Source: an optimization exercise on an open RTL-to-GDS flow (aim: small area and a short achievable clock period). Production flows keep margins and buffers that such runs may drop. At most, simulation tests tie the RTL to the original design; equivalence was not proved. Power and IR drop assume default switching activity.

## store_buffer
module store_buffer #(
    parameter int sq_depth = 8
) (
    input  logic                            clk,
    input  logic                            rst,
    input  logic                            rob_flush,
    input  logic                            lsq_valid,
    input  logic                            lsq_ready,
    input  logic                            lsq_is_load,
    input  logic [lsu_pkg::xlen-1:0]        lsq_addr,
    input  logic [lsu_pkg::mask_bits-1:0]   lsq_mask,
    input  logic [lsu_pkg::xlen-1:0]        lsq_wdata,
    input  lsu_pkg::load_funct3_e           lsq_funct3,
    input  logic [lsu_pkg::rob_id_bits-1:0] lsq_rob_id,
    input  logic [lsu_pkg::pr_bits-1:0]     lsq_pr_dest,
    input  logic [lsu_pkg::rob_id_bits-1:0] rob_head_id,
    output logic                            lsq_dequeue,
    output logic [lsu_pkg::xlen-1:0]        dcache_addr,
    output logic [lsu_pkg::mask_bits-1:0]   dcache_rmask,
    output logic [lsu_pkg::mask_bits-1:0]   dcache_wmask,
    output logic [lsu_pkg::xlen-1:0]        dcache_wdata,
    input  logic [lsu_pkg::xlen-1:0]        dcache_rdata,
    input  logic                            dcache_resp,
    output logic                            cdb_valid,
    output logic [lsu_pkg::rob_id_bits-1:0] cdb_rob_id,
    output logic [lsu_pkg::pr_bits-1:0]     cdb_pr_dest,
    output logic [lsu_pkg::xlen-1:0]        cdb_result,
    output logic                            store_done
);
==> module store_buffer, before the edit <==
module store_buffer #(
    parameter int sq_depth = 8
) (
    input  logic                            clk,
    input  logic                            rst,
    input  logic                            rob_flush,
    input  logic                            lsq_valid,
    input  logic                            lsq_ready,
    input  logic                            lsq_is_load,
    input  logic [lsu_pkg::xlen-1:0]        lsq_addr,
    input  logic [lsu_pkg::mask_bits-1:0]   lsq_mask,
    input  logic [lsu_pkg::xlen-1:0]        lsq_wdata,
    input  lsu_pkg::load_funct3_e           lsq_funct3,
    input  logic [lsu_pkg::rob_id_bits-1:0] lsq_rob_id,
    input  logic [lsu_pkg::pr_bits-1:0]     lsq_pr_dest,
    input  logic [lsu_pkg::rob_id_bits-1:0] rob_head_id,
    output logic                            lsq_dequeue,
    output logic [lsu_pkg::xlen-1:0]        dcache_addr,
    output logic [lsu_pkg::mask_bits-1:0]   dcache_rmask,
    output logic [lsu_pkg::mask_bits-1:0]   dcache_wmask,
    output logic [lsu_pkg::xlen-1:0]        dcache_wdata,
    input  logic [lsu_pkg::xlen-1:0]        dcache_rdata,
    input  logic                            dcache_resp,
    output logic                            cdb_valid,
    output logic [lsu_pkg::rob_id_bits-1:0] cdb_rob_id,
    output logic [lsu_pkg::pr_bits-1:0]     cdb_pr_dest,
    output logic [lsu_pkg::xlen-1:0]        cdb_result,
    output logic                            store_done
);
    localparam int ptr_bits = $clog2(sq_depth);
    localparam int aw       = lsu_pkg::xlen - 2;
    logic [sq_depth-1:0][aw-1:0] q_addr;
    logic [sq_depth-1:0][3:0]    q_mask;
    logic [sq_depth-1:0][31:0]   q_data;
    logic [sq_depth-1:0][3:0]    q_live;
    logic [sq_depth-1:0]         q_valid;
    logic [ptr_bits-1:0]         head_q;
    logic [ptr_bits-1:0]         tail_q;
    logic busy;         
    logic busy_load;    
    logic stale;        
    logic sq_full, sq_nonempty;
    assign sq_full     = &q_valid;
    assign sq_nonempty = |q_valid;
    logic head_ok, is_store, store_accept, load_head;
    assign head_ok      = lsq_valid && lsq_ready;
    assign is_store     = head_ok && !lsq_is_load;
    assign load_head    = head_ok && lsq_is_load;
    assign store_accept = is_store && (lsq_rob_id == rob_head_id) && !sq_full;
    logic [sq_depth-1:0]      match;
    logic [sq_depth-1:0][3:0] hit;
    logic [3:0]               any_hit;
    logic [31:0]              fwd_data;
    logic                     fwd_full;
    logic [sq_depth-1:0][31:0] hit_data;
    for (genvar i = 0; i < sq_depth; i++) begin : g_match
        assign match[i] = (q_addr[i] == lsq_addr[lsu_pkg::xlen-1:2]);
        assign hit[i]   = q_live[i] & {4{match[i] & q_valid[i]}};
        for (genvar b = 0; b < 4; b++) begin : g_byte
            assign hit_data[i][8*b +: 8] = q_data[i][8*b +: 8] & {8{hit[i][b]}};
        end
    end
    always_comb begin
        any_hit  = '0;
        fwd_data = '0;
        for (int i = 0; i < sq_depth; i++) begin
            any_hit  = any_hit | hit[i];
            fwd_data = fwd_data | hit_data[i];
        end
    end
    assign fwd_full = &(any_hit | ~lsq_mask);
    logic load_req, issue_load, issue_store, resp_ok;
    assign load_req    = load_head && !fwd_full;
    assign issue_load  = !busy && load_req;
    assign issue_store = !busy && !load_req && sq_nonempty;
    assign resp_ok     = busy && dcache_resp && !stale;
    logic sq_pop;
    assign sq_pop = resp_ok && !busy_load;
    always_ff @(posedge clk) begin
        if (rst) begin
            busy <= 1'b0;
        end else if (!busy) begin
            busy <= issue_load || issue_store;
        end else if (dcache_resp) begin
            busy <= 1'b0;
        end
    end
    always_ff @(posedge clk) begin
        if (!busy) busy_load <= load_req;
    end
    always_ff @(posedge clk) begin
        if (rst) begin
            stale <= 1'b0;
        end else if (rob_flush) begin
            stale <= 1'b1;
        end else if (dcache_resp) begin
            stale <= 1'b0;
        end
    end
    logic [aw-1:0] head_addr;
    logic [3:0]    head_mask;
    logic [31:0]   head_data;
    always_comb begin
        head_addr = '0;
        head_mask = '0;
        head_data = '0;
        for (int i = 0; i < sq_depth; i++) begin
            if (head_q == ptr_bits'(i)) begin
                head_addr = head_addr | q_addr[i];
                head_mask = head_mask | q_mask[i];
                head_data = head_data | q_data[i];
            end
        end
    end
    assign dcache_addr  = {(load_req ? lsq_addr[lsu_pkg::xlen-1:2] : head_addr), 2'b00};
    assign dcache_rmask = issue_load  ? lsq_mask  : 4'b0000;
    assign dcache_wmask = issue_store ? head_mask : 4'b0000;
    assign dcache_wdata = head_data;
    always_ff @(posedge clk) begin
        if (rst) begin
            head_q  <= '0;
            tail_q  <= '0;
            q_valid <= '0;
        end else begin
            if (store_accept) begin
                tail_q          <= tail_q + 1'b1;
                q_valid[tail_q] <= 1'b1;
            end
            if (sq_pop) begin
                head_q          <= head_q + 1'b1;
                q_valid[head_q] <= 1'b0;
            end
        end
    end
    always_ff @(posedge clk) begin
        for (int i = 0; i < sq_depth; i++) begin
            if (tail_q == ptr_bits'(i) && !q_valid[i]) begin
                q_addr[i] <= lsq_addr[lsu_pkg::xlen-1:2];
                q_mask[i] <= lsq_mask;
                q_data[i] <= lsq_wdata;
            end
        end
    end
    always_ff @(posedge clk) begin
        for (int i = 0; i < sq_depth; i++) begin
            if (store_accept && tail_q == ptr_bits'(i)) begin
                q_live[i] <= lsq_mask;
            end else if (store_accept && match[i]) begin
                q_live[i] <= q_live[i] & ~lsq_mask;
            end
        end
    end
    logic [31:0] merged;
    always_comb begin
        for (int b = 0; b < 4; b++)
            merged[8*b +: 8] = any_hit[b] ? fwd_data[8*b +: 8] : dcache_rdata[8*b +: 8];
    end
    logic is_word, is_half, sign_ext;
    logic [1:0] lo_sel;
    logic [7:0] lo_byte, hi_byte;
    assign is_word  = lsq_funct3[1];
    assign is_half  = !lsq_funct3[1] && lsq_funct3[0];
    assign sign_ext = !lsq_funct3[2];
    assign lo_sel   = is_word ? 2'b00 : (is_half ? {lsq_addr[1], 1'b0} : lsq_addr[1:0]);
    assign lo_byte  = merged[8*lo_sel +: 8];
    assign hi_byte  = lsq_addr[1] ? merged[31:24] : merged[15:8];
    logic ext_bit;
    assign ext_bit = sign_ext && (is_half ? hi_byte[7] : lo_byte[7]);
    assign cdb_result[7:0]   = lo_byte;
    assign cdb_result[15:8]  = is_word ? merged[15:8]  : (is_half ? hi_byte : {8{ext_bit}});
    assign cdb_result[31:16] = is_word ? merged[31:16] : {16{ext_bit}};
    assign cdb_valid   = (load_head && fwd_full) || (resp_ok && busy_load);
    assign cdb_rob_id  = lsq_rob_id;
    assign cdb_pr_dest = lsq_pr_dest;
    assign store_done  = store_accept;
    assign lsq_dequeue = store_accept || cdb_valid;
endmodule
make LEC_CHECK=0 CAP_MARGIN=20 CORE_MARGIN=2 CORE_UTILIZATION=35 CTS_BUF_LIST=sky130_fd_sc_hd__clkbuf_16 CTS_CLUSTER_DIAMETER=100 CTS_CLUSTER_SIZE=30 PLACE_DENSITY=0.5 SETUP_SLACK_MARGIN=5 SLEW_MARGIN=20 finish   # period 10.0 ns
run.sh (not shown) runs the stock make flow with config.mk's settings and CLKGATE_MAP_FILE= SYNTH_SCRIPT=/design/flow/synth_recipe.tcl, a recipe that flattens the netlist after the stock synthesis.
Next try:
--- a/flow/design.v
+++ b/flow/design.v
@@ -46,21 +46,20 @@
     output logic [lsu_pkg::xlen-1:0]        cdb_result,
     output logic                            store_done
 );
-    localparam int ptr_bits = $clog2(sq_depth);
     localparam int aw       = lsu_pkg::xlen - 2;
     logic [sq_depth-1:0][aw-1:0] q_addr;
     logic [sq_depth-1:0][3:0]    q_mask;
     logic [sq_depth-1:0][31:0]   q_data;
     logic [sq_depth-1:0][3:0]    q_live;
-    logic [sq_depth-1:0]         q_valid;
-    logic [ptr_bits-1:0]         head_q;
-    logic [ptr_bits-1:0]         tail_q;
+    logic [sq_depth-1:0]         q_valid;    
+    logic [sq_depth-1:0]         head_oh;    
     logic busy;         
     logic busy_load;    
     logic stale;        
     logic sq_full, sq_nonempty;
-    assign sq_full     = &q_valid;
-    assign sq_nonempty = |q_valid;
+    assign sq_full     = q_valid[sq_depth-1];
+    assign sq_nonempty = q_valid[0];
+    assign head_oh     = q_valid & ~(q_valid >> 1);
     logic head_ok, is_store, store_accept, load_head;
     assign head_ok      = lsq_valid && lsq_ready;
     assign is_store     = head_ok && !lsq_is_load;
@@ -124,7 +123,7 @@
         head_mask = '0;
         head_data = '0;
         for (int i = 0; i < sq_depth; i++) begin
-            if (head_q == ptr_bits'(i)) begin
+            if (head_oh[i]) begin
                 head_addr = head_addr | q_addr[i];
                 head_mask = head_mask | q_mask[i];
                 head_data = head_data | q_data[i];
@@ -137,35 +136,26 @@
     assign dcache_wdata = head_data;
     always_ff @(posedge clk) begin
         if (rst) begin
-            head_q  <= '0;
-            tail_q  <= '0;
             q_valid <= '0;
         end else begin
-            if (store_accept) begin
-                tail_q          <= tail_q + 1'b1;
-                q_valid[tail_q] <= 1'b1;
-            end
-            if (sq_pop) begin
-                head_q          <= head_q + 1'b1;
-                q_valid[head_q] <= 1'b0;
-            end
+            case ({store_accept, sq_pop})
+                2'b10:   q_valid <= {q_valid[sq_depth-2:0], 1'b1};
+                2'b01:   q_valid <= q_valid >> 1;
+                default: q_valid <= q_valid;
+            endcase
         end
     end
     always_ff @(posedge clk) begin
-        for (int i = 0; i < sq_depth; i++) begin
-            if (tail_q == ptr_bits'(i) && !q_valid[i]) begin
-                q_addr[i] <= lsq_addr[lsu_pkg::xlen-1:2];
-                q_mask[i] <= lsq_mask;
-                q_data[i] <= lsq_wdata;
-            end
-        end
-    end
-    always_ff @(posedge clk) begin
-        for (int i = 0; i < sq_depth; i++) begin
-            if (store_accept && tail_q == ptr_bits'(i)) begin
-                q_live[i] <= lsq_mask;
-            end else if (store_accept && match[i]) begin
-                q_live[i] <= q_live[i] & ~lsq_mask;
+        if (store_accept) begin
+            q_addr[0] <= lsq_addr[lsu_pkg::xlen-1:2];
+            q_mask[0] <= lsq_mask;
+            q_data[0] <= lsq_wdata;
+            q_live[0] <= lsq_mask;
+            for (int i = 1; i < sq_depth; i++) begin
+                q_addr[i] <= q_addr[i-1];
+                q_mask[i] <= q_mask[i-1];
+                q_data[i] <= q_data[i-1];
+                q_live[i] <= match[i-1] ? (q_live[i-1] & ~lsq_mask) : q_live[i-1];
             end
         end
     end
Outcome:
- die area goes down by a few percent
- worst setup slack degrades by 290 ps
- via count goes down by roughly a tenth
- sequential power goes down by a few percent
- fmax goes down by a few percent
- power goes down by a few percent
- global-route usage goes down by 3.2 points
- wire length goes down by about a fifth
- clock power goes up by a little under a tenth
- worst hold slack degrades by 80 ps
The RTL of the second run of this note was laid out without a check of its function.

[re-timing with driven ports]
Ports are ideal in the flow. The routed layouts listed here were re-timed in OpenROAD.
Step 1 sets driving cells, clkbuf_16 on the clock port and buf_2 on the other inputs (assumed; they add their load-dependent delay and slew).
Step 2 also shifts input and output timing later by t, the mid clock arrival at the registers, as if the neighbouring blocks saw the same clock.
a / b / c = no drivers / after step 1 / after step 2; a / b = the first two.
| run | shift t [ns] | slack for setup (ns) | hold WS [ns] | worst register clock-pin slew, ns |
|---|---|---|---|---|
| the first run | 0.689 | 3.034 / 2.961 / 2.961 | 0.545 / 0.545 / 0.545 | 0.12 / 0.12 |
| the second run | 0.680 | 2.745 / 2.707 / 2.707 | 0.465 / 0.465 / 0.465 | 0.12 / 0.12 |
After both steps every run listed still meets setup and hold. The setup slack of the first run, which loses most, moves by -0.073 ns with the drivers and by -0.073 ns with both steps.
